Source: an optimization exercise on an open RTL-to-GDS flow (aim: small area and a short achievable clock period). Production flows keep margins and buffers that such runs may drop.
In this exercise RTL edits were held to simulation tests only and were not proved equivalent to the original.
No activity file was given, so power comes from the tool's default toggle rates.

## design.v

```verilog
package rv_decode_pkg;
   localparam int unsigned NUM_TYPES = 23;
   localparam int unsigned NUM_FMTS  = 5;
   localparam int unsigned NUM_CNT   = 30;
   localparam int unsigned TYPE_JAL   = 22;
   localparam int unsigned TYPE_JALR  = 21;
   localparam int unsigned TYPE_BEQ   = 20;
   localparam int unsigned TYPE_BNE   = 19;
   localparam int unsigned TYPE_LW    = 18;
   localparam int unsigned TYPE_SW    = 17;
   localparam int unsigned TYPE_ADDI  = 16;
   localparam int unsigned TYPE_SLTI  = 15;
   localparam int unsigned TYPE_SLTIU = 14;
   localparam int unsigned TYPE_XORI  = 13;
   localparam int unsigned TYPE_ORI   = 12;
   localparam int unsigned TYPE_ANDI  = 11;
   localparam int unsigned TYPE_SLLI  = 10;
   localparam int unsigned TYPE_SRLI  = 9;
   localparam int unsigned TYPE_ADD   = 8;
   localparam int unsigned TYPE_SUB   = 7;
   localparam int unsigned TYPE_SLL   = 6;
   localparam int unsigned TYPE_SLT   = 5;
   localparam int unsigned TYPE_SLTU  = 4;
   localparam int unsigned TYPE_XOR   = 3;
   localparam int unsigned TYPE_SRL   = 2;
   localparam int unsigned TYPE_OR    = 1;
   localparam int unsigned TYPE_AND   = 0;
   localparam int unsigned FMT_J = 0;
   localparam int unsigned FMT_B = 1;
   localparam int unsigned FMT_S = 2;
   localparam int unsigned FMT_I = 3;
   localparam int unsigned FMT_R = 4;
   localparam logic [NUM_TYPES*3-1:0] TYPE_FMT_LUT = {
      3'(FMT_J),                                                
      3'(FMT_I),                                                
      3'(FMT_B), 3'(FMT_B),                                     
      3'(FMT_I),                                                
      3'(FMT_S),                                                
      3'(FMT_I), 3'(FMT_I), 3'(FMT_I), 3'(FMT_I),               
      3'(FMT_I), 3'(FMT_I), 3'(FMT_I), 3'(FMT_I),               
      3'(FMT_R), 3'(FMT_R), 3'(FMT_R), 3'(FMT_R), 3'(FMT_R),    
      3'(FMT_R), 3'(FMT_R), 3'(FMT_R), 3'(FMT_R)                
   };
   localparam int unsigned SEL_FMT_BASE = 23;
   localparam int unsigned SEL_TOTAL    = 28;
   localparam int unsigned SEL_ERR      = 29;
   function automatic logic [NUM_FMTS-1:0] fmt_onehot(input logic [2:0] fmt_idx);
      fmt_onehot = NUM_FMTS'(1) << fmt_idx;
   endfunction
endpackage
module sat_counter #(
   parameter int unsigned CNT_W = 16
) (
   input  logic             clk,
   input  logic             inc,
   input  logic             zero,
   output logic [CNT_W-1:0] q
);
   localparam int unsigned NG = CNT_W / 4;
   logic [CNT_W-1:0] cnt_q, cnt_d, tgl;
   logic [CNT_W-1:0] loc;      
   logic [NG:0]      grp;      
   logic [NG-1:0]    go;       
   logic             step;
   always_comb begin
      grp[0] = 1'b1;
      for (int unsigned k = 0; k < NG; k++) begin
         loc[4*k]   = 1'b1;
         loc[4*k+1] = cnt_q[4*k];
         loc[4*k+2] = cnt_q[4*k] & cnt_q[4*k+1];
         loc[4*k+3] = cnt_q[4*k] & cnt_q[4*k+1] & cnt_q[4*k+2];
         grp[k+1]   = grp[k] & (&cnt_q[4*k +: 4]);
      end
      step = inc & ~grp[NG];
      for (int unsigned k = 0; k < NG; k++) go[k] = step & grp[k];
      for (int unsigned i = 0; i < CNT_W; i++) tgl[i] = go[i/4] & loc[i];
      cnt_d = (cnt_q ^ tgl) & {CNT_W{~zero}};
      cnt_d[0] = zero ? inc : (cnt_q[0] ^ step);
   end
   always_ff @(posedge clk) begin
      cnt_q <= cnt_d;
   end
   assign q = cnt_q;
endmodule
module sat_counter_bank #(
   parameter int unsigned N     = 23,
   parameter int unsigned CNT_W = 16
) (
   input  logic                    clk,
   input  logic [N-1:0]            sel,
   input  logic [N-1:0]            inc,
   input  logic                    zero,
   output logic [N-1:0][CNT_W-1:0] q
);
   logic [N-1:0][CNT_W-1:0] cnt_q;
   logic [CNT_W-1:0]        cur, nxt;
   logic [CNT_W:0]          pre;    
   assign pre[0] = 1'b1;
   for (genvar i = 1; i <= CNT_W; i++) begin : g_pre
      assign pre[i] = &cur[i-1:0];
   end
   always_comb begin
      cur = '0;
      for (int unsigned j = 0; j < N; j++) begin
         cur = cur | (cnt_q[j] & {CNT_W{sel[j]}});
      end
      for (int unsigned i = 0; i < CNT_W; i++) begin
         nxt[i] = cur[i] ? (pre[CNT_W] | ~pre[i]) : pre[i];
      end
   end
   always_ff @(posedge clk) begin
      for (int unsigned j = 0; j < N; j++) begin
         if (inc[j] || zero) begin
            cnt_q[j] <= nxt & {CNT_W{~zero}};
         end
      end
   end
   assign q = cnt_q;
endmodule
module instr_mix_profiler #(
   parameter int unsigned CNT_W = 16
) (
   input  logic             clk,
   input  logic             rst,
   input  logic             in_valid,
   input  logic [22:0]      instruction_type,
   input  logic [4:0]       instruction_format,
   input  logic             clear,
   input  logic             rd_en,
   input  logic [4:0]       rd_sel,
   output logic             rd_valid,
   output logic [CNT_W-1:0] rd_data,
   output logic             rd_err
);
   localparam int unsigned NUM_TYPES = 23;
   localparam int unsigned NUM_FMTS  = 5;
   localparam int unsigned NUM_PHYS  = 28;
   logic [NUM_TYPES-1:0] s1_type_q;
   logic                 s1_legal_q;
   logic [3:0]           s1_grp_inc_q;    
   logic                 clr_pend_q;
   logic             rd_valid_q;
   logic [CNT_W-1:0] rd_data_q, rd_data_d;
   logic             rd_err_q;
   logic [NUM_FMTS-1:0]            grp;
   logic [1:0]                     t_am;
   logic                           take, is_bubble, is_legal, is_err;
   logic [NUM_TYPES-1:0]           type_inc;
   logic [NUM_PHYS-1:0][CNT_W-1:0] cnt;
   logic [31:0]                    sel_hot;
   logic [NUM_PHYS-1:0]            pick;
   function automatic logic [1:0] any_multi(input logic [31:0] x);
      logic [31:0] a, m;
      a = x;
      m = '0;
      for (int w = 16; w >= 1; w = w / 2) begin
         for (int i = 0; i < w; i++) begin
            m[i] = m[2*i] | m[2*i+1] | (a[2*i] & a[2*i+1]);
            a[i] = a[2*i] | a[2*i+1];
         end
      end
      any_multi = {m[0], a[0]};
   endfunction
   logic [NUM_FMTS-1:0] g_any, g_multi, g_use;
   logic [1:0]          u_am;
   always_comb begin
      t_am = any_multi({30'd0, instruction_type[20:19]});
      g_any[1] = t_am[0];  g_multi[1] = t_am[1];
      t_am = any_multi({22'd0, instruction_type[21], instruction_type[18], instruction_type[16:9]});
      g_any[3] = t_am[0];  g_multi[3] = t_am[1];
      t_am = any_multi({23'd0, instruction_type[8:0]});
      g_any[4] = t_am[0];  g_multi[4] = t_am[1];
      g_any[0] = instruction_type[22];  g_multi[0] = 1'b0;
      g_any[2] = instruction_type[17];  g_multi[2] = 1'b0;
      g_use = g_any | instruction_format;
      u_am  = any_multi({27'd0, g_use});
      take      = in_valid && !clear && !rst;
      is_bubble = !u_am[0];
      is_legal  = take && !u_am[1] && (|(instruction_format & g_any & ~g_multi));
      is_err    = take && u_am[0] && !is_legal;
   end
   always_comb begin
      type_inc = s1_type_q & {NUM_TYPES{s1_legal_q}};
   end
   sat_counter_bank #(
      .N     (NUM_TYPES),
      .CNT_W (CNT_W)
   ) u_types (
      .clk  (clk),
      .sel  (s1_type_q),
      .inc  (type_inc),
      .zero (clr_pend_q),
      .q    (cnt[NUM_TYPES-1:0])
   );
   sat_counter_bank #(
      .N     (4),
      .CNT_W (CNT_W)
   ) u_fmt_err (
      .clk  (clk),
      .sel  (s1_grp_inc_q),
      .inc  (s1_grp_inc_q),
      .zero (clr_pend_q),
      .q    (cnt[26:23])
   );
   sat_counter #(
      .CNT_W (CNT_W)
   ) u_total (
      .clk  (clk),
      .inc  (s1_legal_q),
      .zero (clr_pend_q),
      .q    (cnt[27])
   );
   logic [CNT_W-1:0] sel_val;
   always_comb begin
      for (int unsigned i = 0; i < 32; i++) begin
         sel_hot[i] = !clr_pend_q && (rd_sel == 5'(i));
      end
      for (int unsigned i = 0; i < NUM_TYPES; i++) pick[i] = sel_hot[i];
      pick[22] = sel_hot[22] | sel_hot[23];
      pick[17] = sel_hot[17] | sel_hot[25];
      pick[23] = sel_hot[24];
      pick[24] = sel_hot[26];
      pick[25] = sel_hot[27];
      pick[26] = sel_hot[29];
      pick[27] = sel_hot[28];
      sel_val = '0;
      for (int unsigned i = 0; i < NUM_PHYS; i++) begin
         sel_val = sel_val | (cnt[i] & {CNT_W{pick[i]}});
      end
      rd_data_d = rst ? '0 : rd_en ? sel_val : rd_data_q;
   end
   always_ff @(posedge clk) begin
      s1_type_q    <= instruction_type;
      s1_legal_q   <= is_legal;
      s1_grp_inc_q <= {is_err, instruction_format[4] & is_legal,
                       instruction_format[3] & is_legal, instruction_format[1] & is_legal};
      clr_pend_q   <= rst | clear;
      rd_data_q    <= rd_data_d;
      if (rst) begin
         rd_valid_q <= 1'b0;
         rd_err_q   <= 1'b0;
      end else begin
         rd_valid_q <= rd_en;
         rd_err_q   <= rd_en & (&rd_sel[4:1]);
      end
   end
   assign rd_valid = rd_valid_q;
   assign rd_data  = rd_data_q;
   assign rd_err   = rd_err_q;
endmodule
```

## flow/run.sh

```bash
#!/bin/bash
# The standard layout (standard synthesis unchanged), with two changes:
# the port buffers are sky130_fd_sc_hd__buf_2 instead of the delay-cell
# buffer buffer_ports picks by default, and clock tree synthesis builds the
# tree from sky130_fd_sc_hd__clkbuf_8 in clusters of up to 12 sinks and
# inserts no dummy loads. Each tool's full output goes to ORFS's own logs under orfs/logs.
export BUFFER_PORTS_ARGS="-buffer_cell sky130_fd_sc_hd__buf_2"
export CTS_ARGS="-sink_clustering_enable -repair_clock_nets -sink_clustering_size 12 -sink_clustering_max_diameter 50 -dont_use_dummy_load -buf_list sky130_fd_sc_hd__clkbuf_8"
bash standard.sh > standard.log 2>&1
```

## standard.sh

```bash
#!/bin/bash
# synth_recipe.tcl (not shown) runs the flow's synth.tcl, then flattens the netlist and writes it again
# the make line also repeats each setting of config.mk as NAME=value (left out here)
make -C /OpenROAD-flow-scripts/flow DESIGN_CONFIG=/design/flow/config.mk WORK_HOME=/design/flow/orfs CLKGATE_MAP_FILE= SYNTH_SCRIPT=/design/flow/synth_recipe.tcl "${@:-finish}"
```

## config.mk

```make
export PLATFORM = sky130hd
export DESIGN_NAME = instr_mix_profiler
export DESIGN_NICKNAME = instr_mix_profiler
export VERILOG_FILES = /design/flow/design.v
export SDC_FILE = /design/flow/constraint.sdc
export NUM_CORES = 4
export LEC_CHECK = 0
export CAP_MARGIN = 20
export CORE_MARGIN = 2
export CORE_UTILIZATION = 50
export CTS_CLUSTER_DIAMETER = 60
export CTS_CLUSTER_SIZE = 16
export PLACE_DENSITY = 0.8
export SETUP_SLACK_MARGIN = 4.8
export SLEW_MARGIN = 20
export TNS_END_PERCENT = 0
```

## constraint.sdc

```tcl
create_clock -name core_clock -period 7.5 [get_ports {clk}]
set_input_delay 1.5000 -clock core_clock [delete_from_list [all_inputs] [get_ports {clk}]]
set_output_delay 1.5000 -clock core_clock [all_outputs]
set_load 0.01 [all_outputs]
```

==> summary.txt, run 1 <==
Sw Ratio - 27.83%
Final min period - 3035 ps
ANT nets after route - 0
CTS Buffer Depth - 3
clock slew at reported path FFs - 80 ps
Crit Path Category - flip-flop to flip-flop
Int Pwr - 0.004302 W
pwr/cell area - 247.9 nW/um2
final count of hold timing violations - 0
endpoints failing setup - 0
nets - 1703
first-pass GRT wire length - 121.1 mm
P_leak - 8.480 nW
Setup crit end kind - flip-flop
Hold WC Path Type - flip-flop to flip-flop
Chip Width - 209.3 um
post-synthesis mux area share - 0.2434%
WL final - 88.59 mm
WP data required - 7970 ps
post-route cell area - 24040 um2
multi-input logic area - 6934 um2
Reg power frac - 61.3%
outcome - finished clean
CTS buffer count - 51
synth unique cells - 70
DP Area - 22270 um2
max-slew violations - 0
Register Area - 14260 um2
actual slew at the worst max-slew pin - 869.2 ps
Primary FF master, synth - edfxtp_1
Synth Area in XOR/XNOR - 0.5401%
fillers - 3167
total chip power - 0.005961 W
DR iter-0 viols - 4156
Max transition margin - 41.85%
Synth area leader - edfxtp_1
synthesized net count - 1575
gr usage total - 39.55%
Fmax - 329.5 MHz
Die Ht - 209.3 um
row count - 75
# hold bufs at CTS - 0
crit path DAT - 3510 ps
largest family of logic cells by synthesized area - compound AO/OA/AOI/OAI gates
total clock sinks - 495
Compound-Gate Fraction of Synth Area - 19.05%
most frequent cells in the layout - edfxtp_1 (432), a22oi_1 (226), buf_4 (89), nand2_1 (87), a22o_1 (77)
mean post-synth cell area - 13.75 um2
# H-tree levels - 2
Final WS setup - 4465 ps
Post-synth EDFFs - 432
Synth Area in Simple Gates - 9.639%
most common cell after layout, fill and taps aside - edfxtp_1
MaxCap Viol Count - 0
CTS tree - built
Area Growth Syn to Fin - 14.06%
Via Count - 17890
share of layout cells above drive strength 1 - 21.76%
CP Launch Type - flip-flop
hold path startpoint - rd_data_q[5]
final core occ - 57.58%
Skew-Pair Late Insertion Delay - 680 ps
Tcrit/Tclk final - 40.47%
core area - 41760 um2
Comb pwr share - 13.7%
R2R Path Start - s1_type_q[7]
DP Wirelength - 51.27 mm
# diodes - 0
vias in the first global route - 17000
Post-Syn Instances - 1533
Remaining DRCs - 0
grt total ovfl - 0
top post-synthesis cells by area - edfxtp_1 (62%), a22oi_1 (8.0%), dfxtp_1 (6.0%)
pre-CTS setup slack - 3179 ps
largest net degree at the start of global routing - 57
yosys warns - 4
wire length per cell - 40.31 um
#FFs+latches synth - 495
total negative slack - 0 ps
Buffers on Ports - 55
Async SR Flop Fraction - 0%
Yosys top cell area share - 61.54%
First-pass DRT Iterations - 13
sequential fraction of the synthesis area - 67.52%
CTS Root Cell - clkbuf_8
unrepaired setup endpoints after global routing - true
GP Congestion - 1.027
Initial Utilization - 50.48%
synthesized area - 21080 um2
# IOs - 56
beginning of the critical path - s1_type_q[7]
die area - 43820 um2
worst-path maximum fanout - 23
P_sw - 0.001659 W
peak supply drop - 0.0001383 V
drt via density - 8.140
clk_skew - 74.55 ps
clock network power share - 25.0%
Post-Synth Adder-Cell Area - 0.3799%
initial antenna violation count - 1
## logic make-up (layout without fill, tap and decap cells)
logic type	Yosys count	in the layout
xor gates and xnor gates	13	13
AOI/OAI and AO/OA	501	505
muxes	5	5
DFF	495	495
and+or+nand+nor	392	393
buffers and inverters	120	241
adders and majority gates	7	7
## metal layers
layer / global-route usage, % / share of wire (%) / vias to the layer above
li1: - / - / 6615
met2: 54.24 / 39 / 2123
met3: 23.28 / 20 / 785
met1: 46.10 / 31 / 8365
met4: 26.55 / 10 / 4
met5: 5.784 / 0.25 / -
## final timing paths
path	cells after the start	slack, ps	endpoint
max	10	4470	u_types.cnt_q[149]
min	2	470	rd_data_q[5]
max reg2reg	10	4470	u_types.cnt_q[149]
min reg2reg	2	470	rd_data_q[5]
## sequential cells by signal, indices dropped and copies added (netlist names)
signal,flops
u_types.cnt_q,368
u_fmt_err.cnt_q,64
s1_type_q,23
rd_data_q,16
u_total.cnt_q,16
s1_grp_inc_q,4
clr_pend_q,1
rd_err_q,1
rd_valid_q,1
s1_legal_q,1
## cell usage after synthesis, types with 11 or more instances
cell type / instances
a211oi_1: 13
a21oi_1: 19
a221oi_1: 78
a222oi_1: 32
a22o_1: 77
a22oi_1: 226
a31oi_1: 11
and4_1: 12
buf_2: 57
clkbuf_1: 45
dfxtp_1: 63
edfxtp_1: 432
nand2_1: 100
nand3_1: 54
nand4_1: 44
nor2_1: 62
nor3_1: 40
nor4_1: 12
## worst max-delay path, stage by stage (launching register included)
cell and delay, ps:
dfxtp_1 330, buf_4 390, a22oi_1 200, nand4_1 150, nor3_1 110, a21oi_1 240, and4_4 390, nand4_1 240
buf_6 220, a31oi_1 280, buf_6 250
## final cells by class
cell class	instances	share of cell area (%)
sequential	495	59.30
multi-input combinational	923	28.84
timing repair buffer	180	5.943
clock buffer	51	2.919
tap	539	2.805
inverter	9	0.1561
timing repair inverter	1	0.03122
## power groups by stage
| stage | Combinational [W] | Sequential [W] | Clock, W |
|---|---|---|---|
| final | 0.000814 | 0.00366 | 0.00149 |
| after global routing | 0.000822 | 0.00367 | 0.00156 |
| after CTS | 0.000690 | 0.00363 | 0.00147 |
| after detailed placement | 0.000581 | 0.00369 | 0 |
| after global placement | 0.000569 | 0.00368 | 0 |
| after floorplan | 0.000356 | 0.00359 | 0 |
## through the flow
stage,cells,hold WS [ps]
finish,2198,474.7
global route,2198,493.1
CTS,2177,480.3
detailed placement,2097,467.0
global placement,2096,460.6
floorplan,1533,471.6
## repair_timing
action	CTS	global route
buffers inserted	22	18
pin swaps	13	16
gates resized for setup	92	49
hold endpoints to repair	0	0
endpoints found under the setup margin	726	494
gates cloned	7	3
==> inputs of run 2 (changes only) <==
--- a/config.mk
+++ b/config.mk
@@ -7,10 +7,9 @@
 export LEC_CHECK = 0
 export CAP_MARGIN = 20
 export CORE_MARGIN = 2
-export CORE_UTILIZATION = 50
+export CORE_UTILIZATION = 55
 export CTS_CLUSTER_DIAMETER = 60
 export CTS_CLUSTER_SIZE = 16
-export PLACE_DENSITY = 0.8
 export SETUP_SLACK_MARGIN = 4.8
 export SLEW_MARGIN = 20
 export TNS_END_PERCENT = 0
==> run 2 against run 1 <==
Via count down 1.4%; combinational power down 2%; critical path depth up 1; still clean on timing, DRC and antenna; sequential power about the same; die area down 8.9%; wire length up 5.7%.
==> summary.txt, run 2 <==
peak supply drop - 0.0001686 V (+22%)
Primary FF master, synth - edfxtp_1
MaxCap Viol Count - 0 (unchanged)
pwr/cell area - 245.7 nW/um2 (-0.87%)
First-pass DRT Iterations - 10 (-3)
DP Wirelength - 55.73 mm (+8.7%)
# IOs - 56 (unchanged)
total chip power - 0.006000 W (+0.65%)
Initial Utilization - 55.97% (+5.5 points)
Fmax - 342.3 MHz (+3.9%)
Hold WS - 475.7 ps (+0.9930 ps)
synthesized net count - 1575 (unchanged)
CTS Buffer Depth - 3 (unchanged)
actual slew at the worst max-slew pin - 935.7 ps (+66.50 ps)
Remaining DRCs - 0 (unchanged)
endpoints failing setup - 0 (unchanged)
WP data required - 7950 ps (-20 ps)
max-slew violations - 0 (unchanged)
slowest stage cell on the critical path - and4_2
Via Count - 17630 (-1.4%)
core area - 37670 um2 (-9.8%)
DP Area - 22250 um2 (-0.11%)
Yosys top cell area share - 61.54% (unchanged)
total negative slack - 0 ps (unchanged)
Chip Width - 199.8 um (-4.6%)
Largest regs - u_types.cnt_q (368), u_fmt_err.cnt_q (64), s1_type_q (23)
worst-path maximum fanout - 17 (-26%)
CTS buffer count - 52 (+2.0%)
gr usage total - 47.16% (+7.6 points)
synth cell count leaders - edfxtp_1 (432), a22oi_1 (226), nand2_1 (100)
# hold bufs at CTS - 0 (unchanged)
largest net degree at the start of global routing - 34 (-40%)
synth unique cells - 70 (unchanged)
mean post-synth cell area - 13.75 um2 (unchanged)
ANT nets after route - 0 (unchanged)
most frequent cells in the layout - edfxtp_1 (432), a22oi_1 (223), buf_4 (107), nand2_1 (94), a22o_1 (76)
Die Ht - 199.8 um (-4.6%)
row count - 71 (-5.3%)
drt via density - 8.023 (-1.4%)
Area Growth Syn to Fin - 15.81%
Largest register FFs - 368 (unchanged)
#FFs+latches synth - 495 (unchanged)
Max stage delay on crit path - 350 ps (-40 ps)
Synth area leader - edfxtp_1
final core occ - 64.82% (+7.2 points)
Post-Syn Instances - 1533 (unchanged)
CP Launch Type - flip-flop
Crit Path Category - flip-flop to flip-flop
Skew-Pair Late Insertion Delay - 700 ps (+20 ps)
die area - 39910 um2 (-8.9%)
Top reg by flops - u_types.cnt_q
Post-synth EDFFs - 432 (unchanged)
CTS Root Cell - clkbuf_8
outcome - finished clean
first-pass GRT wire length - 126.6 mm (+4.6%)
nets - 1729 (+1.5%)
final count of hold timing violations - 0 (unchanged)
P_leak - 8.675 nW (+2.3%)
clock slew at reported path FFs - 80 ps (about the same)
total clock sinks - 495 (unchanged)
share of layout cells above drive strength 1 - 23.56% (+1.8 points)
Async SR Flop Fraction - 0% (unchanged)
# H-tree levels - 2 (unchanged)
vias in the first global route - 16520 (-2.8%)
synthesized area - 21080 um2 (unchanged)
unrepaired setup endpoints after global routing - true
GP Congestion - 1.017 (-0.95%)
sequential fraction of the synthesis area - 67.52% (unchanged)
crit-path cells - buf_4 > a22o_1 > a221oi_1 > and4_2 > nand4_4 > and4_4 > a211oi_4 > buf_6 > buf_4 > a211oi_4 > buf_4
Hold WC Path Type - flip-flop to flip-flop
post-route cell area - 24410 um2 (+1.5%)
Final min period - 2922 ps (-113.3 ps)
most common cell after layout, fill and taps aside - edfxtp_1
Tcrit/Tclk final - 38.96% (-1.5 points)
most used cell, CP - buf_4
WL final - 93.64 mm (+5.7%)
clk_skew - 55.84 ps (-18.72 ps)
Max transition margin - 37.62% (-4.2 points)
initial antenna violation count - 6 (+5)
Setup crit end kind - flip-flop
cell with the most instances after synthesis - edfxtp_1
yosys warns - 4 (unchanged)
CTS tree - built
DR iter-0 viols - 3640 (-12%)
wire length per cell - 42.60 um (+5.7%)
grt total ovfl - 0 (unchanged)
top post-synthesis cells by area - edfxtp_1 (62%), a22oi_1 (8.0%), dfxtp_1 (6.0%)
crit path DAT - 3380 ps (-130 ps)
Buffers on Ports - 55 (unchanged)
[run 2: worst paths after layout]
check,from,endpoint,slack [ps],cells after the start
setup / recovery,s1_type_q[8],u_types.cnt_q[40],4580,11
hold / removal,rd_data_q[7],rd_data_q[7],480,2
setup reg to reg,s1_type_q[8],u_types.cnt_q[40],4580,11
hold reg to reg,rd_data_q[7],rd_data_q[7],480,2
[run 2: area by class of cell]
type	instances	area, um2
Sequential cell	495	14270
Clock buffer	52	715.7
Timing Repair inverter	1	7.507
Multi-Input combinational cell	922	7023
Antenna cell	2	5.005
Inverter	9	37.54
Tap cell	511	639.4
Timing Repair Buffer	206	1715
Fill cell	2891	13250
[run 2: cell families after synthesis]
| group | synth area share [%] |
|---|---|
| AO/OA/AOI/OAI | 19.05 |
| XOR/XNOR | 0.5401 |
| adder cells (fa/ha/maj) | 0.3799 |
| buffers and inverters | 2.623 |
| flip-flops | 67.52 |
| multiplexers | 0.2434 |
| AND/OR/NAND/NOR | 9.639 |
[run 2: what timing repair did]
item | CTS | global route
pin swaps | 23 | 21
buffers inserted | 46 | 19
resized for setup | 133 | 42
gates cloned | 8 | 2
endpoints found under the hold margin | 0 | 0
endpoints found under the setup margin | 820 | 456
[run 2: power breakdown]
part	internal [W]	switching, W
Clock	0.000614	0.000915
Sequential	0.00341	0.000262
Combinational	0.000286	0.000513
Total	0.00431	0.00169
[run 2: layer usage]
metal | up-vias | wire length [um] | global-route usage [%] | share of wire [%]
li1 | 6678 | - | - | -
met1 | 8388 | 29850 | 56.98 | 32
met2 | 1938 | 38100 | 67.22 | 41
met3 | 626 | 16940 | 22.60 | 18
met4 | 4 | 8725 | 31.52 | 9.3
met5 | - | 23 | 0 | 0.025
[run 2: critical path: cells and delay by family, from the launching register on]
family	cells	cell delay, ps
DFF	1	300
AOI/OAI and AO/OA	4	830
buffers and inverters	4	730
and+or+nand+nor	3	810
[run 2: metrics by stage]
step,worst slack [ps],std cells
floorplan,4355,1533
global placement,3280,2067
detailed placement,3213,2068
CTS,4713,2174
global route,4578,2196
finish,4578,2198
==> inputs of run 3 (changes only) <==
==> flow/run.sh (replaced) <==
#!/bin/bash
# The standard layout (standard synthesis unchanged), with two changes:
# the port buffers are sky130_fd_sc_hd__buf_2 instead of the delay-cell
# buffer buffer_ports picks by default, and clock tree synthesis builds the
# tree from sky130_fd_sc_hd__clkbuf_4 in clusters of up to 8 sinks and
# inserts no dummy loads. make's output goes to standard.log here; each
# tool's full output also goes to ORFS's own logs under orfs/logs.
export BUFFER_PORTS_ARGS="-buffer_cell sky130_fd_sc_hd__buf_2"
export CTS_ARGS="-sink_clustering_enable -repair_clock_nets -sink_clustering_size 8 -sink_clustering_max_diameter 40 -dont_use_dummy_load -buf_list sky130_fd_sc_hd__clkbuf_4"
bash standard.sh > standard.log 2>&1
--- a/config.mk
+++ b/config.mk
@@ -7,7 +7,7 @@
 export LEC_CHECK = 0
 export CAP_MARGIN = 20
 export CORE_MARGIN = 2
-export CORE_UTILIZATION = 55
+export CORE_UTILIZATION = 50
 export CTS_CLUSTER_DIAMETER = 60
 export CTS_CLUSTER_SIZE = 16
 export SETUP_SLACK_MARGIN = 4.8
==> run 3 against run 2 <==
Worst setup slack lost 5.5 ps; global-route usage shrank 4.8 points; combinational power shrank 9.9%; still clean on timing, DRC and antenna; worst hold slack gained 2.4 ps; sequential power is essentially flat; critical endpoint is now u_types.cnt_q[237]; non-clock buffer count shrank 45; sequential share of layout area grew 2.2 points; synthesized area is the same; power shrank 4.0%.
==> summary.txt, run 3 <==
outcome - finished clean
die area - 43820 um2 (+9.8%)
Yosys top cell area share - 61.54% (unchanged)
peak supply drop - 0.0001832 V (+8.7%)
Via Count - 17590 (-0.27%)
RR Endpoint - u_types.cnt_q[237]
wire length per cell - 42.32 um (-0.66%)
Post-synth EDFFs - 432 (unchanged)
unrepaired setup endpoints after global routing - true
Setup crit end kind - flip-flop
Primary FF master, synth - edfxtp_1
Tcrit/Tclk final - 39.03% (+0.073 points)
sequential fraction of the synthesis area - 67.52% (unchanged)
drt via density - 7.965 (-0.72%)
First-pass DRT Iterations - 10 (unchanged)
Initial Utilization - 50.48% (-5.5 points)
# H-tree levels - 3 (+1)
Hold WC Path Type - flip-flop to flip-flop
max-slew violations - 0 (unchanged)
CTS Buffer Depth - 3 (unchanged)
gr usage total - 42.34% (-4.8 points)
most common cell after layout, fill and taps aside - edfxtp_1
endpoints failing setup - 0 (unchanged)
wl on met1 - 31.37 mm (+5.1%)
Top reg by flops - u_types.cnt_q
Async SR Flop Fraction - 0% (unchanged)
yosys warns - 4 (unchanged)
#FFs+latches synth - 495 (unchanged)
fillers - 3348 (+16%)
CP Launch Type - flip-flop
core area - 41760 um2 (+11%)
DR iter-0 viols - 3843 (+5.6%)
share of layout cells above drive strength 1 - 21.49% (-2.1 points)
mean post-synth cell area - 13.75 um2 (unchanged)
routed wl met2 - 37.55 mm (-1.4%)
Largest register FFs - 368 (unchanged)
CTS tree - built
Worst Reg-to-Reg Cells - 3 (-8)
synth unique cells - 70 (unchanged)
# hold bufs at CTS - 0 (unchanged)
Buffers on Ports - 55 (unchanged)
CTS buffer count - 80 (+54%)
WP data required - 7930 ps (-20 ps)
WL final - 93.45 mm (-0.21%)
Final min period - 2927 ps (+5.470 ps)
MaxCap Viol Count - 0 (unchanged)
ANT nets after route - 0 (unchanged)
Post-Syn Instances - 1533 (unchanged)
first-pass GRT wire length - 126.4 mm (-0.16%)
Chip Width - 209.3 um (+4.8%)
R2R Path Start - clr_pend_q
total clock sinks - 495 (unchanged)
Final WS setup - 4573 ps (-5.470 ps)
synth cell count leaders - edfxtp_1 (432), a22oi_1 (226), nand2_1 (100)
top post-synthesis cells by area - edfxtp_1 (62%), a22oi_1 (8.0%), dfxtp_1 (6.0%)
met3 WL - 16.47 mm (-2.8%)
pre-CTS setup slack - 3652 ps (+438.7 ps)
Fmax - 341.6 MHz (-0.19%)
Crit Path Category - flip-flop to flip-flop
P_leak - 8.320 nW (-4.1%)
GP Congestion - 0.9414 (-7.4%)
Skew-Pair Late Insertion Delay - 870 ps (+170 ps)
Largest regs - u_types.cnt_q (368), u_fmt_err.cnt_q (64), s1_type_q (23)
Area Growth Syn to Fin - 11.58%
initial antenna violation count - 2 (-4)
Remaining DRCs - 0 (unchanged)
actual slew at the worst max-slew pin - 1274 ps (+338.8 ps)
hold path startpoint - rd_data_q[7]
final count of hold timing violations - 0 (unchanged)
Worst Hold End - rd_data_q[7]
crit path DAT - 3360 ps (-20 ps)
Worst Hold Depth - 2 (unchanged)
nets - 1710 (-1.1%)
most frequent cells in the layout - edfxtp_1 (432), a22oi_1 (223), buf_4 (86), nand2_1 (80), clkbuf_4 (80)
Reg2Reg Setup Slack - 4570 ps (about the same)
synthesized area - 21080 um2 (unchanged)
vias in the first global route - 16490 (-0.21%)
Top Layer Used - met4
Die Ht - 209.3 um (+4.8%)
pwr/cell area - 244.8 nW/um2 (-0.38%)
grt total ovfl - 0 (unchanged)
synthesized net count - 1575 (unchanged)
row count - 75 (+5.6%)
DP Wirelength - 53.21 mm (-4.5%)
CTS Root Cell - clkbuf_4
clk_skew - 75.61 ps (+19.78 ps)
Synth area leader - edfxtp_1
total negative slack - 0 ps (unchanged)
Max transition margin - 15.03% (-23 points)
# IOs - 56 (unchanged)
clock slew at reported path FFs - 90 ps (about the same)
worst-path maximum fanout - 52 (+35)
largest net degree at the start of global routing - 53 (+56%)
cell with the most instances after synthesis - edfxtp_1
[run 3: cell counts after synthesis]
No cell type changed its count.
[run 3: logic make-up after synthesis]
logic type                 Yosys count  share of synthesized area (%)
adders and majority gates            7                         0.3799
xor gates and xnor gates            13                         0.5401
and+or+nand+nor                    392                          9.639
muxes                                5                         0.2434
buffers and inverters              120                          2.623
AOI/OAI and AO/OA                  501                          19.05
DFF                                495                          67.52
[run 3: through the flow]
stage / utilization [%] / instance area, um2 / hold WS (ps) / total power, W / instances
2_1_floorplan: - / 21160 / 471.6 / 0.003941 / 1533
3_3_place_gp: 53.38 / 22290 / 469.1 / 0.004285 / 2097
3_5_place_dp: 53.41 / 22300 / 466.6 / 0.004288 / 2097
4_1_cts: 55.90 / 23340 / 481.7 / 0.005691 / 2202
5_1_grt: 56.32 / 23520 / 511.9 / 0.005891 / 2207
6_report: 56.33 / 23520 / 478.1 / 0.005758 / 2208
[run 3: layout make-up]
class	instances	area (um2)	share of cell area, %
Antenna cell	3	7.507	0.03192
Clock buffer	80	600.6	2.553
Inverter	9	33.78	0.1436
Multi-Input combinational cell	921	6715	28.55
Sequential cell	495	14260	60.63
Tap cell	539	674.4	2.867
Timing Repair Buffer	161	1230	5.229
[run 3: worst max-delay path: stages (launching register included)]
cell     delay, ps
dfxtp_2        570
buf_6          520
inv_2          480
nand2_2        900
[run 3: timing repair]
action                     in CTS  in global routing
cloned                          2                  1
pin swaps                       9                  6
resized for setup              52                 36
setup endpoints to repair     736                720
buffers inserted               23                  2
[run 3: power by group]
group	internal, W	switching, W	total [W]
logic	0.000236	0.000484	0.000720
clock network	0.000489	0.000911	0.00140
registers	0.00341	0.000230	0.00364
total	0.00413	0.00162	0.00576
[run 3: metal layers]
metal / track usage [%] / vias up
li1: - / 6661
met1: 52.92 / 8433
met2: 59.46 / 1895
met3: 19.56 / 598
met4: 27.04 / 0
met5: 0 / -
[run 3: worst max-delay path by stage]
stage | endpoint | slack [ps] | start | depth (start not counted)
after detailed placement | s1_grp_inc_q[3] | 3650 | instruction_type[9] | 8
after floorplan | s1_grp_inc_q[3] | 4350 | instruction_type[10] | 7
after global routing | u_types.cnt_q[151] | 4570 | s1_type_q[12] | 10
final | u_types.cnt_q[237] | 4570 | clr_pend_q | 3
after CTS | rd_data[14] | 4630 | rd_data_q[14] | 1
after global placement | u_types.cnt_q[305] | 3600 | s1_type_q[16] | 8
==> inputs of run 4 (changes only) <==
--- a/config.mk
+++ b/config.mk
@@ -7,7 +7,7 @@
 export LEC_CHECK = 0
 export CAP_MARGIN = 20
 export CORE_MARGIN = 2
-export CORE_UTILIZATION = 50
+export CORE_UTILIZATION = 55
 export CTS_CLUSTER_DIAMETER = 60
 export CTS_CLUSTER_SIZE = 16
 export SETUP_SLACK_MARGIN = 4.8
==> run 4 against run 3 <==
Clock skew up 23 ps; wire length is 1.8% lower; core utilization increased by 6.2 points; still clean; first-iteration DRC count down 1.2%; clock-buffer cell count is 1 lower; clock power about the same; largest cell class unchanged; largest power group unchanged; die area decreased by 8.9%; flip-flop and latch count unchanged; combinational power fell by 0.6%; sequential share of layout area down 0.085 points; synthesized cell count stayed put.
==> summary.txt, run 4 <==
outcome - finished clean
hold path startpoint - rd_data_q[7]
die area - 39910 um2 (-8.9%)
Area Growth Syn to Fin - 11.78%
CTS Buffer Depth - 3 (unchanged)
total negative slack - 0 ps (unchanged)
Max stage delay on crit path - 650 ps (-250 ps)
Initial Utilization - 55.97% (+5.5 points)
endpoints failing setup - 0 (unchanged)
synth unique cells - 70 (unchanged)
top post-synthesis cells by area - edfxtp_1 (62%), a22oi_1 (8.0%), dfxtp_1 (6.0%)
sequential fraction of the synthesis area - 67.52% (unchanged)
Register Area - 14260 um2 (about the same)
Synth area leader - edfxtp_1
max-slew violations - 0 (unchanged)
row count - 71 (-5.3%)
P_leak - 8.318 nW (about the same)
clk_skew - 98.50 ps (+22.88 ps)
vias in the first global route - 16540 (+0.29%)
pwr/cell area - 244.9 nW/um2 (about the same)
Async SR Flop Fraction - 0% (unchanged)
CTS buffer count - 79 (-1.3%)
Crit Path Category - primary input to flip-flop
post-synthesis mux area share - 0.2434% (unchanged)
Primary FF master, synth - edfxtp_1
actual slew at the worst max-slew pin - 882.6 ps (-391.9 ps)
largest family of logic cells by synthesized area - compound AO/OA/AOI/OAI gates
GP Congestion - 1.017 (+8.0%)
peak supply drop - 0.0001417 V (-23%)
Post-Synth Adder-Cell Area - 0.3799% (unchanged)
largest net degree at the start of global routing - 59 (+11%)
mean post-synth cell area - 13.75 um2 (unchanged)
most common cell after layout, fill and taps aside - edfxtp_1
cell with the most instances after synthesis - edfxtp_1
ANT nets after route - 0 (unchanged)
Remaining DRCs - 0 (unchanged)
Final WS setup - 4426 ps (-147.1 ps)
CP Launch Type - primary input
CTS tree - built
nets - 1712 (+0.12%)
Skew-Pair Late Insertion Delay - 860 ps (about the same)
Final min period - 3074 ps (+147.1 ps)
synthesized area - 21080 um2 (unchanged)
gr usage total - 46.40% (+4.1 points)
First-pass DRT Iterations - 9 (-1)
MaxCap Viol Count - 0 (unchanged)
share of layout cells above drive strength 1 - 20.98% (-0.51 points)
final count of hold timing violations - 0 (unchanged)
Top reg by flops - u_types.cnt_q
initial antenna violation count - 3 (+1)
Synth Area in XOR/XNOR - 0.5401% (unchanged)
CTS Root Cell - clkbuf_4
Via Count - 17520 (-0.39%)
Largest register FFs - 368 (unchanged)
crit path DAT - 3800 ps (+440 ps)
WL final - 91.77 mm (-1.8%)
most used cell, CP - nor3_1
Post-Syn Instances - 1533 (unchanged)
Synth Area in Simple Gates - 9.639% (unchanged)
Die Ht - 199.8 um (-4.6%)
DR iter-0 viols - 3798 (-1.2%)
first-pass GRT wire length - 124.9 mm (-1.2%)
Yosys top cell area share - 61.54% (unchanged)
Hold WC Path Type - flip-flop to flip-flop
fillers - 2987 (-11%)
# IOs - 56 (unchanged)
Fmax - 325.3 MHz (-4.8%)
DP Wirelength - 55.73 mm (+4.7%)
R2R Path Start - s1_type_q[2]
Largest regs - u_types.cnt_q (368), u_fmt_err.cnt_q (64), s1_type_q (23)
pre-CTS setup slack - 3213 ps (-438.7 ps)
multi-input logic area - 6790 um2 (+1.1%)
#FFs+latches synth - 495 (unchanged)
Max transition margin - 41.16% (+26 points)
Tcrit/Tclk final - 40.99% (+2.0 points)
beginning of the critical path - rd_sel[1]
Setup crit end kind - flip-flop
WP data required - 8230 ps (+300 ps)
crit-path cells - buf_2 > or4_1 > nor2_4 > buf_4 > a22o_1 > a221oi_1 > nand4_1 > nor3_1 > nor3_1
synth cell count leaders - edfxtp_1 (432), a22oi_1 (226), nand2_1 (100)
total clock sinks - 495 (unchanged)
most frequent cells in the layout - edfxtp_1 (432), a22oi_1 (225), nand2_1 (92), buf_4 (90), clkbuf_4 (80)
grt total ovfl - 0 (unchanged)
core area - 37670 um2 (-9.8%)
# H-tree levels - 3 (unchanged)
wire length per cell - 42.00 um (-0.76%)
slowest stage cell on the critical path - or4_1
clock slew at reported path FFs - 70 ps (-20 ps)
Buffers on Ports - 55 (unchanged)
yosys warns - 4 (unchanged)
unrepaired setup endpoints after global routing - true
worst-path maximum fanout - 12 (-77%)
synthesized net count - 1575 (unchanged)
Compound-Gate Fraction of Synth Area - 19.05% (unchanged)
drt via density - 8.018 (+0.66%)
Chip Width - 199.8 um (-4.6%)
Post-synth EDFFs - 432 (unchanged)
## run 4: cell counts after synthesis
Identical to the previous run, type by type.
## run 4: metal layers
layer | GRT usage, % | wire [um] | vias to the layer above
met4 | 30.48 | 7890 | 2
met2 | 65.66 | 37490 | 1960
met1 | 56.52 | 29680 | 8280
li1 | - | - | 6675
met5 | 0.4938 | 75 | -
met3 | 22.45 | 16640 | 602
## run 4: stage by stage
| step | total power [W] | utilization (%) | cells | hold WS, ps | cell area (um2) |
|---|---|---|---|---|---|
| 4_1_cts | 0.005682 | 61.90 | 2166 | 478.9 | 23320 |
| 6_report | 0.005769 | 62.56 | 2185 | 475.7 | 23560 |
| 3_5_place_dp | 0.004293 | 59.07 | 2068 | 466.1 | 22250 |
| 5_1_grt | 0.005908 | 62.54 | 2183 | 518.7 | 23560 |
| 3_3_place_gp | 0.004293 | 59.03 | 2067 | 464.1 | 22240 |
| 2_1_floorplan | 0.003941 | - | 1533 | 471.6 | 21160 |
## run 4: power breakdown
group,switching [W],internal [W],leakage (nW)
clock,0.000904,0.000482,0.363
sequential,0.000258,0.00341,5.24
combinational,0.000480,0.000237,2.71
total,0.00164,0.00413,8.32
## run 4: final timing paths
check / endpoint / slack (ps) / depth (start not counted)
worst max-delay path: rd_data_q[12] / 4430 / 9
worst max register to register: u_types.cnt_q[216] / 4470 / 11
worst min register to register: rd_data_q[7] / 480 / 2
worst min-delay path: rd_data_q[7] / 480 / 2
## run 4: layout make-up
cell class	count	area share (%)
Antenna cell	6	0.06372
Clock buffer	79	2.517
Inverter	9	0.1593
Multi-Input combinational cell	922	28.82
Sequential cell	495	60.54
Tap cell	511	2.713
Timing Repair Buffer	162	5.156
Timing Repair inverter	1	0.03186
## run 4: cells by family (layout without fill, tap and decap cells)
family	after synthesis	after routing
DFF	495	495
and+or+nand+nor	392	392
buffers and inverters	120	251
muxes	5	5
xor gates and xnor gates	13	13
other	0	6
adders and majority gates	7	7
AOI/OAI and AO/OA	501	505
## run 4: timing repair
| item | CTS | global route |
|---|---|---|
| gates cloned | 5 | 0 |
| setup endpoints to repair | 821 | 509 |
| pin swaps | 12 | 8 |
| hold buffers | 0 | 0 |
| setup buffers | 14 | 13 |
| gates resized for setup | 70 | 22 |
## run 4: worst max-delay path, delay by kind of cell
family                 cells  cell delay (ps)
and+or+nand+nor            5             1500
buffers and inverters      2              540
AOI/OAI and AO/OA          2              240
==> inputs of run 5 (changes only) <==
--- a/config.mk
+++ b/config.mk
@@ -5,11 +5,11 @@
 export SDC_FILE = /design/flow/constraint.sdc
 export NUM_CORES = 4
 export LEC_CHECK = 0
-export CAP_MARGIN = 20
+export CAP_MARGIN = 0
 export CORE_MARGIN = 2
-export CORE_UTILIZATION = 55
+export CORE_UTILIZATION = 50
 export CTS_CLUSTER_DIAMETER = 60
 export CTS_CLUSTER_SIZE = 16
 export SETUP_SLACK_MARGIN = 4.8
-export SLEW_MARGIN = 20
+export SLEW_MARGIN = 0
 export TNS_END_PERCENT = 0
==> run 5 against run 4 <==
Sequential power barely moved; still clean on timing, DRC and antenna; worst setup slack improved by 130 ps; clock power barely moved; first-iteration DRC count rose by 0.79%; non-clock buffer count rose by 6; global-route usage fell by 3.8 points; wire length rose by 2.2%; cell count rose by 1.5%; largest cell class unchanged; combinational power rose by 0.6%.
==> summary.txt, run 5 <==
outcome - finished clean
wire length per cell - 42.32 um (+0.77%)
# hold bufs at CTS - 0 (unchanged)
endpoints failing setup - 0 (unchanged)
die area - 43820 um2 (+9.8%)
core area - 41760 um2 (+11%)
Initial Utilization - 50.48% (-5.5 points)
grt total ovfl - 0 (unchanged)
initial antenna violation count - 3 (unchanged)
#FFs+latches synth - 495 (unchanged)
Fmax - 339.5 MHz (+4.4%)
Via Count - 17730 (+1.2%)
Yosys top cell area share - 61.54% (unchanged)
WL final - 93.83 mm (+2.2%)
gr usage total - 42.59% (-3.8 points)
# H-tree levels - 3 (unchanged)
Hold WC Path Type - flip-flop to flip-flop
GP Congestion - 0.9414 (-7.4%)
RR Endpoint - u_types.cnt_q[170]
# IOs - 56 (unchanged)
crit-path cells - buf_6 > a222oi_1 > nand3_1 > or4_4 > a21boi_2 > and3_4 > a211oi_4 > buf_12 > o31ai_2 > buf_6
post-synthesis mux area share - 0.2434% (unchanged)
clock slew at reported path FFs - 90 ps (+20 ps)
yosys warns - 4 (unchanged)
Worst Hold Depth - 2 (unchanged)
crit path DAT - 3480 ps (-320 ps)
actual slew at the worst max-slew pin - 1119 ps (+236.5 ps)
met2 global-route usage - 59.66% (-6.0 points)
Setup crit end kind - flip-flop
largest family of logic cells by synthesized area - compound AO/OA/AOI/OAI gates
R2R Path Start - s1_type_q[19]
CTS Buffer Depth - 3 (unchanged)
Die Ht - 209.3 um (+4.8%)
Remaining DRCs - 0 (unchanged)
fillers - 3381 (+13%)
GR met3 Demand/Resource - 20.80% (-1.6 points)
multi-input logic area - 6741 um2 (-0.72%)
CTS Root Cell - clkbuf_4
top post-synthesis cells by area - edfxtp_1 (62%), a22oi_1 (8.0%), dfxtp_1 (6.0%)
CTS tree - built
Synth Area in XOR/XNOR - 0.5401% (unchanged)
drt via density - 7.995 (-0.28%)
max-slew violations - 0 (unchanged)
ANT nets after route - 0 (unchanged)
Post-Syn Instances - 1533 (unchanged)
Area Growth Syn to Fin - 11.86% (about the same)
Skew-Pair Late Insertion Delay - 900 ps (+40 ps)
Post-Synth Adder-Cell Area - 0.3799% (unchanged)
Compound-Gate Fraction of Synth Area - 19.05% (unchanged)
share of layout cells above drive strength 1 - 21.74% (+0.76 points)
most common cell after layout, fill and taps aside - edfxtp_1
First-pass DRT Iterations - 8 (-1)
CP Launch Type - flip-flop
Largest regs - u_types.cnt_q (368), u_fmt_err.cnt_q (64), s1_type_q (23)
Max stage delay on crit path - 500 ps (-150 ps)
Final min period - 2945 ps (-129.1 ps)
MaxCap Viol Count - 0 (unchanged)
largest net degree at the start of global routing - 54 (-8.5%)
cell with the most instances after synthesis - edfxtp_1
Crit Path Category - flip-flop to flip-flop
CTS buffer count - 81 (+2.5%)
most frequent cells in the layout - edfxtp_1 (432), a22oi_1 (223), buf_4 (90), nand2_1 (83), clkbuf_4 (82)
Synth area leader - edfxtp_1
total clock sinks - 495 (unchanged)
Synth Area in Simple Gates - 9.639% (unchanged)
Buffers on Ports - 55 (unchanged)
peak supply drop - 0.0001298 V (-8.4%)
clk_skew - 102.5 ps (+3.980 ps)
synthesized area - 21080 um2 (unchanged)
unrepaired setup endpoints after global routing - true
pwr/cell area - 245.1 nW/um2 (about the same)
Primary FF master, synth - edfxtp_1
slowest stage cell on the critical path - or4_4
P_leak - 8.347 nW (+0.34%)
Max transition margin - 25.30% (-16 points)
DP Wirelength - 53.17 mm (-4.6%)
Worst Hold End - rd_data_q[7]
Async SR Flop Fraction - 0% (unchanged)
row count - 75 (+5.6%)
vias in the first global route - 16530 (-0.054%)
hold path startpoint - rd_data_q[7]
nets - 1718 (+0.35%)
Largest register FFs - 368 (unchanged)
Post-synth EDFFs - 432 (unchanged)
first-pass GRT wire length - 127.5 mm (+2.1%)
most used cell, CP - buf_6
final count of hold timing violations - 0 (unchanged)
total chip power - 0.005779 W (+0.17%)
mean post-synth cell area - 13.75 um2 (unchanged)
synth cell count leaders - edfxtp_1 (432), a22oi_1 (226), nand2_1 (100)
Reg2Reg Setup Slack - 4550 ps (+80 ps)
synthesized net count - 1575 (unchanged)
synth unique cells - 70 (unchanged)
Worst Reg-to-Reg Cells - 10 (-1)
sequential fraction of the synthesis area - 67.52% (unchanged)
most used routing layer - met2
total negative slack - 0 ps (unchanged)
WP data required - 8040 ps (-190 ps)
worst-path maximum fanout - 23 (+11)
Tcrit/Tclk final - 39.27% (-1.7 points)
DR iter-0 viols - 3828 (+0.79%)
Chip Width - 209.3 um (+4.8%)
M1 GR Usage - 52.77% (-3.7 points)
Register Area - 14250 um2 (about the same)
Top reg by flops - u_types.cnt_q
run 5: cell counts after synthesis:
No cell type changed its count.
run 5: stage by stage:
step | hold slack [ps] | std cells | cell area (um2) | utilization (%) | setup slack, ps
2_1_floorplan | 471.6 | 1533 | 21160 | - | 4355
3_3_place_gp | 469.1 | 2097 | 22290 | 53.38 | 3602
3_5_place_dp | 465.2 | 2097 | 22290 | 53.38 | 3569
4_1_cts | 479.2 | 2193 | 23160 | 55.46 | 4479
5_1_grt | 508.3 | 2216 | 23580 | 56.46 | 4584
6_report | 477.6 | 2217 | 23580 | 56.47 | 4555
run 5: worst max-delay path by stage:
stage	from	to	cells past startpoint	slack (ps)
2_1_floorplan	instruction_type[10]	s1_grp_inc_q[3]	7	4350
3_3_place_gp	s1_type_q[16]	u_types.cnt_q[305]	8	3600
3_5_place_dp	s1_type_q[16]	u_types.cnt_q[33]	8	3570
4_1_cts	s1_grp_inc_q[1]	u_fmt_err.cnt_q[58]	7	4480
5_1_grt	s1_type_q[12]	u_types.cnt_q[170]	10	4580
6_report	s1_type_q[19]	u_types.cnt_q[170]	10	4550
run 5: final cells by class:
| type | count | share of cell area [%] |
|---|---|---|
| clock buffers | 81 | 2.579 |
| diodes | 4 | 0.04245 |
| repair inverters | 1 | 0.03184 |
| multi-input cells | 920 | 28.59 |
| flip-flops and latches | 495 | 60.45 |
| repair buffers | 168 | 5.290 |
| well taps | 539 | 2.860 |
| inverters | 9 | 0.1592 |
run 5: cells by family after synthesis:
kind of cell             count (synthesis)
AO/OA/AOI/OAI                          501
multiplexers                             5
adder cells (fa/ha/maj)                  7
flip-flops                             495
AND/OR/NAND/NOR                        392
buffers and inverters                  120
XOR/XNOR                                13
run 5: power by group:
group          internal (W)  switching, W
combinational      0.000235      0.000485
sequential          0.00341      0.000230
clock              0.000495      0.000926
total               0.00414       0.00164
run 5: per-layer routing:
| metal | part of all wire, % | routed length (um) |
|---|---|---|
| met5 | 0.011 | 10 |
| met1 | 33 | 31190 |
| met4 | 8.7 | 8155 |
| met2 | 40 | 37270 |
| met3 | 18 | 17210 |
run 5: timing repair:
action | CTS | global route
hold endpoints to repair | 0 | 0
cloned | 3 | 0
setup buffers | 12 | 20
gates resized for setup | 34 | 59
endpoints found under the setup margin | 836 | 581
pin swaps | 5 | 12
run 5: worst max-delay path, delay by kind of cell, from the launching register on:
kind | cells | cell delay [ps]
buffers and inverters | 3 | 570
DFF | 1 | 320
and+or+nand+nor | 3 | 810
AOI/OAI and AO/OA | 4 | 890
==> inputs of run 6 (changes only) <==
--- a/config.mk
+++ b/config.mk
@@ -5,11 +5,11 @@
 export SDC_FILE = /design/flow/constraint.sdc
 export NUM_CORES = 4
 export LEC_CHECK = 0
-export CAP_MARGIN = 0
+export CAP_MARGIN = 20
 export CORE_MARGIN = 2
 export CORE_UTILIZATION = 50
 export CTS_CLUSTER_DIAMETER = 60
 export CTS_CLUSTER_SIZE = 16
-export SETUP_SLACK_MARGIN = 4.8
-export SLEW_MARGIN = 0
+export SETUP_SLACK_MARGIN = 4.6
+export SLEW_MARGIN = 20
 export TNS_END_PERCENT = 0
==> run 6 against run 5 <==
Still clean; fmax fell by 1.4%; cell area fell by 0.54%; worst setup slack got worse by 42 ps; synthesized cell count did not move; combinational power barely moved; core utilization fell by 0.31 points; global-route usage barely moved; flip-flop and latch count did not move; via count rose by 0.42%; critical endpoint is now rd_data_q[2]; largest cell class unchanged; highest routed layer unchanged.
==> summary.txt, run 6 <==
outcome - finished clean
WL final - 94.40 mm (+0.61%)
Async SR Flop Fraction - 0% (unchanged)
DR iter-0 viols - 4531 (+18%)
share of layout cells above drive strength 1 - 19.70% (-2.0 points)
Final WS setup - 4513 ps (-42.21 ps)
# H-tree levels - 3 (unchanged)
Die Ht - 209.3 um (unchanged)
pre-CTS setup slack - 3393 ps (-176.6 ps)
Post-synth EDFFs - 432 (unchanged)
Reg2Reg Setup Slack - 4530 ps (-20 ps)
Setup crit end kind - flip-flop
# IOs - 56 (unchanged)
Worst Reg-to-Reg Cells - 9 (-1)
clock slew at reported path FFs - 80 ps (about the same)
Buffers on Ports - 55 (unchanged)
die area - 43820 um2 (unchanged)
Area Growth Syn to Fin - 11.25%
Crit Path Category - primary input to flip-flop
initial antenna violation count - 2 (-1)
synthesized net count - 1575 (unchanged)
total clock sinks - 495 (unchanged)
First-pass DRT Iterations - 12 (+4)
Initial Utilization - 50.48% (unchanged)
actual slew at the worst max-slew pin - 934.7 ps (-184.3 ps)
Buf+Inv Stages, Crit Path - 2 (-1)
core area - 41760 um2 (unchanged)
RR Endpoint - rd_data_q[2]
# hold bufs at CTS - 0 (unchanged)
Remaining DRCs - 0 (unchanged)
CTS buffer count - 79 (-2.5%)
ANT nets after route - 0 (unchanged)
crit-path cells - buf_2 > nand4bb_1 > nor2_1 > buf_4 > a22o_1 > a221oi_1 > nand3_1 > nor4_2 > nor3_1
MaxCap Viol Count - 0 (unchanged)
unrepaired setup endpoints after global routing - true
CTS Root Cell - clkbuf_4
WP depth - 9 (-1)
largest net degree at the start of global routing - 34 (-37%)
top post-synthesis cells by area - edfxtp_1 (62%), a22oi_1 (8.0%), dfxtp_1 (6.0%)
slowest stage cell on the critical path - a221oi_1
Tcrit/Tclk final - 39.83% (+0.56 points)
first-pass GRT wire length - 128.0 mm (+0.37%)
fillers - 3380 (-0.030%)
beginning of the critical path - rd_sel[1]
synthesized area - 21080 um2 (unchanged)
gr usage total - 42.59% (about the same)
WP data required - 8140 ps (+100 ps)
most common cell after layout, fill and taps aside - edfxtp_1
max-slew violations - 0 (unchanged)
DP Area - 22330 um2 (+0.17%)
vias in the first global route - 16530 (-0.0061%)
post-route cell area - 23450 um2 (-0.54%)
synth unique cells - 70 (unchanged)
Final min period - 2987 ps (+42.21 ps)
drt via density - 8.051 (+0.69%)
Max stage delay on crit path - 310 ps (-190 ps)
cell with the most instances after synthesis - edfxtp_1
Yosys top cell area share - 61.54% (unchanged)
row count - 75 (unchanged)
Post-Syn Instances - 1533 (unchanged)
DP Wirelength - 55.13 mm (+3.7%)
synth cell count leaders - edfxtp_1 (432), a22oi_1 (226), nand2_1 (100)
most frequent cells in the layout - edfxtp_1 (432), a22oi_1 (226), nand2_1 (98), buf_4 (92), clkbuf_4 (80)
Top reg by flops - u_types.cnt_q
Primary FF master, synth - edfxtp_1
pwr/cell area - 246.1 nW/um2 (+0.43%)
CTS Buffer Depth - 3 (unchanged)
GP Congestion - 0.9971 (+5.9%)
yosys warns - 4 (unchanged)
CTS tree - built
crit path DAT - 3620 ps (+140 ps)
mean post-synth cell area - 13.75 um2 (unchanged)
Synth area leader - edfxtp_1
#FFs+latches synth - 495 (unchanged)
Fmax - 334.7 MHz (-1.4%)
R2R Path Start - clr_pend_q
Skew-Pair Late Insertion Delay - 860 ps (-40 ps)
peak supply drop - 0.0001380 V (+6.3%)
Largest regs - u_types.cnt_q (368), u_fmt_err.cnt_q (64), s1_type_q (23)
Hold WC Path Type - flip-flop to flip-flop
P_leak - 8.329 nW (-0.22%)
Crit path max-delay family - simple AND/OR/NAND/NOR gates
crit path to - rd_data_q[2]
nets - 1714 (-0.23%)
endpoints failing setup - 0 (unchanged)
Via Count - 17800 (+0.42%)
worst-path maximum fanout - 13 (-43%)
Max transition margin - 37.53% (+12 points)
final count of hold timing violations - 0 (unchanged)
sequential fraction of the synthesis area - 67.52% (unchanged)
clk_skew - 119.0 ps (+16.53 ps)
Hold WS - 473.1 ps (-4.467 ps)
Largest register FFs - 368 (unchanged)
wire length per cell - 42.70 um (+0.88%)
total negative slack - 0 ps (unchanged)
grt total ovfl - 0 (unchanged)
CP Launch Type - primary input
Chip Width - 209.3 um (unchanged)
[run 6: per-stage QoR]
step	utilization (%)	std cells	power, W
floorplan	-	1533	0.003934
CTS	55.42	2195	0.005685
detailed placement	53.47	2106	0.004309
global route	56.16	2210	0.005910
global placement	53.44	2106	0.004308
finish	56.16	2211	0.005772
[run 6: how the worst min path moves through the flow]
stage | from | to | cells past startpoint
2_1_floorplan | u_total.cnt_q[10] | u_total.cnt_q[10] | 2
3_3_place_gp | rd_data_q[5] | rd_data_q[5] | 2
3_5_place_dp | rd_data_q[9] | rd_data_q[9] | 2
4_1_cts | rd_data_q[8] | rd_data_q[8] | 2
5_1_grt | rd_data_q[7] | rd_data_q[7] | 2
6_report | rd_data_q[8] | rd_data_q[8] | 2
[run 6: timing repair]
item                       4_1_cts  5_1_grt
gates cloned                     2        1
pin swaps                        5        7
hold endpoints to repair         0        0
buffers inserted                 8       12
gates resized for setup         22       41
setup endpoints to repair      408      425
[run 6: where the power goes]
group          internal (W)  leakage, nW  switching [W]  total [W]
clock              0.000482        0.363       0.000901    0.00138
combinational      0.000231         2.72       0.000491   0.000722
sequential          0.00341         5.24       0.000258    0.00367
[run 6: logic make-up after synthesis]
kind of cell	count (synthesis)	synth area share [%]
flip-flops	495	67.52
adder cells (fa/ha/maj)	7	0.3799
buffers and inverters	120	2.623
AND/OR/NAND/NOR	392	9.639
multiplexers	5	0.2434
XOR/XNOR	13	0.5401
AO/OA/AOI/OAI	501	19.05
[run 6: routing by layer]
metal	routed length, um	vias to the layer above	GRT usage, %
li1	-	6664	-
met1	32150	8478	54.10
met2	36520	2047	57.78
met3	17920	607	22.43
met4	7591	4	24.24
met5	223	-	2.670
[run 6: area by class of cell]
| cell class | instances | area, um2 | area share (%) |
|---|---|---|---|
| Timing Repair Buffer | 166 | 1220 | 5.202 |
| Inverter | 9 | 33.78 | 0.1440 |
| Sequential cell | 495 | 14250 | 60.76 |
| Antenna cell | 2 | 5.005 | 0.02134 |
| Tap cell | 539 | 674.4 | 2.876 |
| Clock buffer | 79 | 593.1 | 2.529 |
| Multi-Input combinational cell | 921 | 6676 | 28.47 |
[run 6: tightest hold or removal path: stages (launching register included)]
cell     delay, ps
dfxtp_1        310
nor2_1          80
nor3_1          40
==> inputs of run 7 (changes only) <==
--- a/config.mk
+++ b/config.mk
@@ -10,6 +10,6 @@
 export CORE_UTILIZATION = 50
 export CTS_CLUSTER_DIAMETER = 60
 export CTS_CLUSTER_SIZE = 16
-export SETUP_SLACK_MARGIN = 4.6
+export SETUP_SLACK_MARGIN = 4.9
 export SLEW_MARGIN = 20
 export TNS_END_PERCENT = 0
==> run 7 against run 6 <==
Cell count is 1.4% higher; synthesized cell count stayed put; critical path depth is 2 lower; clock skew is 22 ps lower; critical path type unchanged; non-clock buffer count is 24 higher; combinational power is about 10% higher; clock power hardly changed; flip-flop and latch count stayed put; worst setup slack worse by 12 ps.
==> summary.txt, run 7 <==
WL final - 94.39 mm (about the same)
#FFs+latches synth - 495 (unchanged)
mean post-synth cell area - 13.75 um2 (unchanged)
vias in the first global route - 16580 (+0.32%)
Post-synth EDFFs - 432 (unchanged)
Async SR Flop Fraction - 0% (unchanged)
first-pass GRT wire length - 128.1 mm (+0.12%)
WP depth - 7 (-2)
pre-CTS setup slack - 3140 ps (-252.4 ps)
Setup crit end kind - flip-flop
Register Area - 14260 um2 (about the same)
synth unique cells - 70 (unchanged)
Largest regs - u_types.cnt_q (368), u_fmt_err.cnt_q (64), s1_type_q (23)
Chip Width - 209.3 um (unchanged)
sequential fraction of the synthesis area - 67.52% (unchanged)
Buffers on Ports - 55 (unchanged)
slowest stage cell on the critical path - nor2_4
nets - 1744 (+1.8%)
total chip power - 0.005861 W (+1.5%)
Hold WS - 480.7 ps (+7.538 ps)
Yosys top cell area share - 61.54% (unchanged)
most used cell, CP - nor3_1
Worst Hold Depth - 2 (unchanged)
Final WS setup - 4500 ps (-12.28 ps)
Initial Utilization - 50.48% (unchanged)
gr usage total - 42.85% (+0.26 points)
Tcrit/Tclk final - 39.99% (+0.16 points)
CTS tree - built
wire length per cell - 42.10 um (-1.4%)
DR iter-0 viols - 3806 (-16%)
synth cell count leaders - edfxtp_1 (432), a22oi_1 (226), nand2_1 (100)
actual slew at the worst max-slew pin - 1166 ps (+230.8 ps)
max-slew violations - 0 (unchanged)
row count - 75 (unchanged)
Crit Path Category - primary input to flip-flop
Die Ht - 209.3 um (unchanged)
most common cell after layout, fill and taps aside - edfxtp_1
crit-path cells - clkbuf_4 > or4b_4 > nor2_4 > a221oi_1 > nand4_1 > nor3_1 > nor3_1
largest net degree at the start of global routing - 34 (unchanged)
total clock sinks - 495 (unchanged)
Fmax - 333.4 MHz (-0.41%)
yosys warns - 4 (unchanged)
final core occ - 57.53% (+1.4 points)
# IOs - 56 (unchanged)
DP Wirelength - 55.26 mm (+0.23%)
Buf+Inv Stages, Crit Path - 1 (-1)
Post-Syn Instances - 1533 (unchanged)
grt total ovfl - 0 (unchanged)
share of layout cells above drive strength 1 - 23.41% (+3.7 points)
P_leak - 8.527 nW (+2.4%)
CP Launch Type - primary input
Crit path max-delay family - simple AND/OR/NAND/NOR gates
Area Growth Syn to Fin - 13.97%
top post-synthesis cells by area - edfxtp_1 (62%), a22oi_1 (8.0%), dfxtp_1 (6.0%)
pwr/cell area - 244.0 nW/um2 (-0.88%)
Worst Reg-to-Reg Cells - 11 (+2)
Hold WC Path Type - flip-flop to flip-flop
multi-input logic area - 6888 um2 (+3.2%)
fillers - 3368 (-0.36%)
Remaining DRCs - 0 (unchanged)
Primary FF master, synth - edfxtp_1
peak supply drop - 0.0001611 V (+17%)
Via Count - 17760 (-0.22%)
initial antenna violation count - 4 (+2)
Synth area leader - edfxtp_1
clk_skew - 96.77 ps (-22.23 ps)
core area - 41760 um2 (unchanged)
# H-tree levels - 3 (unchanged)
Max transition margin - 22.19% (-15 points)
worst-path maximum fanout - 16 (+3)
synthesized net count - 1575 (unchanged)
cell with the most instances after synthesis - edfxtp_1
die area - 43820 um2 (unchanged)
CTS buffer count - 82 (+3.8%)
synthesized area - 21080 um2 (unchanged)
Skew-Pair Late Insertion Delay - 890 ps (+30 ps)
unrepaired setup endpoints after global routing - true
ANT nets after route - 0 (unchanged)
outcome - finished clean
Final min period - 3000 ps (+12.28 ps)
CTS Root Cell - clkbuf_4
Top reg by flops - u_types.cnt_q
crit path DAT - 3750 ps (+130 ps)
MaxCap Viol Count - 0 (unchanged)
drt via density - 7.922 (-1.6%)
most frequent cells in the layout - edfxtp_1 (432), a22oi_1 (221), buf_4 (101), nand2_1 (87), clkbuf_4 (83)
CTS Buffer Depth - 3 (unchanged)
GP Congestion - 0.9765 (-2.1%)
total negative slack - 0 ps (unchanged)
Largest register FFs - 368 (unchanged)
final count of hold timing violations - 0 (unchanged)
endpoints failing setup - 0 (unchanged)
WP data required - 8250 ps (+110 ps)
First-pass DRT Iterations - 10 (-2)
Max stage delay on crit path - 780 ps (+470 ps)
clock slew at reported path FFs - 80 ps (about the same)
[run 7: metrics by stage]
step,std cells,instance area (um2)
3_3_place_gp,2098,22340
2_1_floorplan,1533,21290
3_5_place_dp,2098,22350
5_1_grt,2240,24020
6_report,2242,24030
4_1_cts,2227,23790
[run 7: power breakdown]
part	leakage, nW	switching (W)	total, W	internal [W]
registers	5.24	0.000242	0.00365	0.00341
logic	2.91	0.000522	0.000796	0.000273
clock network	0.377	0.000914	0.00141	0.000500
total	8.53	0.00168	0.00586	0.00418
[run 7: final cells by class]
type,instances,share of cell area [%]
sequential,495,59.34
multi-input combinational,923,28.67
timing repair buffer,190,6.400
tap,539,2.807
clock buffer,82,2.562
inverter,9,0.1562
timing repair inverter,1,0.03125
antenna,3,0.03125
[run 7: logic make-up after synthesis]
logic type	share of synthesized area (%)
AOI/OAI and AO/OA	19.05
xor gates and xnor gates	0.5401
adders and majority gates	0.3799
buffers and inverters	2.623
DFF	67.52
muxes	0.2434
and+or+nand+nor	9.639
[run 7: worst register-to-register path, delay by kind of cell (launching register included)]
kind	cells	cell delay, ps
AOI/OAI and AO/OA	4	950
and+or+nand+nor	3	800
buffers and inverters	4	630
DFF	1	320
[run 7: worst paths after layout]
kind | start | slack (ps) | to
setup / recovery | rd_sel[1] | 4500 | rd_data_q[9]
hold / removal | rd_data_q[7] | 480 | rd_data_q[7]
setup reg to reg | s1_type_q[2] | 4560 | u_types.cnt_q[218]
hold reg to reg | rd_data_q[7] | 480 | rd_data_q[7]
[run 7: metal layers]
layer / up-vias / part of all wire, % / global-route usage [%]
li1: 6728 / - / -
met1: 8517 / 34 / 53.84
met2: 1965 / 41 / 60.72
met3: 549 / 18 / 20.78
met4: 2 / 7.5 / 23.82
met5: - / 0.014 / 0
[run 7: timing repair]
action | CTS | global route
hold buffers | 0 | 0
pin swaps | 18 | 9
gates cloned | 5 | 3
setup buffers | 42 | 9
gates resized for setup | 89 | 34
setup endpoints to repair | 839 | 522
endpoints found under the hold margin | 0 | 0

-- static timing again, ports no longer ideal --
The flow's constraints put no driver on any port. The routed layouts listed below were extracted and timed again, unchanged, in two steps. Step 1 assumes that a clkbuf_16 drives the clock port and a buf_2 every other input. Step 2 also shifts input and output timing later by t, the mid clock arrival at the registers, as if the neighbouring blocks saw the same clock. a / b / c = no drivers / after step 1 / after step 2; a / b = the first two.
run | t (ns) | setup slack, ns | worst data-port slew with drivers (ns)
run 1 | 0.700 | 4.465 / 4.465 / 3.850 | 0.05
run 2 | 0.734 | 4.578 / 4.578 / 3.930 | 0.04
run 3 | 0.886 | 4.573 / 4.573 / 3.717 | 0.03
run 4 | 0.863 | 4.426 / 4.456 / 3.594 | 0.03
run 5 | 0.904 | 4.555 / 4.543 / 3.763 | 0.03
run 6 | 0.851 | 4.513 / 4.526 / 3.692 | 0.05
run 7 | 0.890 | 4.500 / 4.519 / 3.629 | 0.06
After both steps setup and hold are still met in every run listed. The setup slack of run 7, which loses most, moves by +0.019 ns with the drivers and by -0.871 ns with both steps.
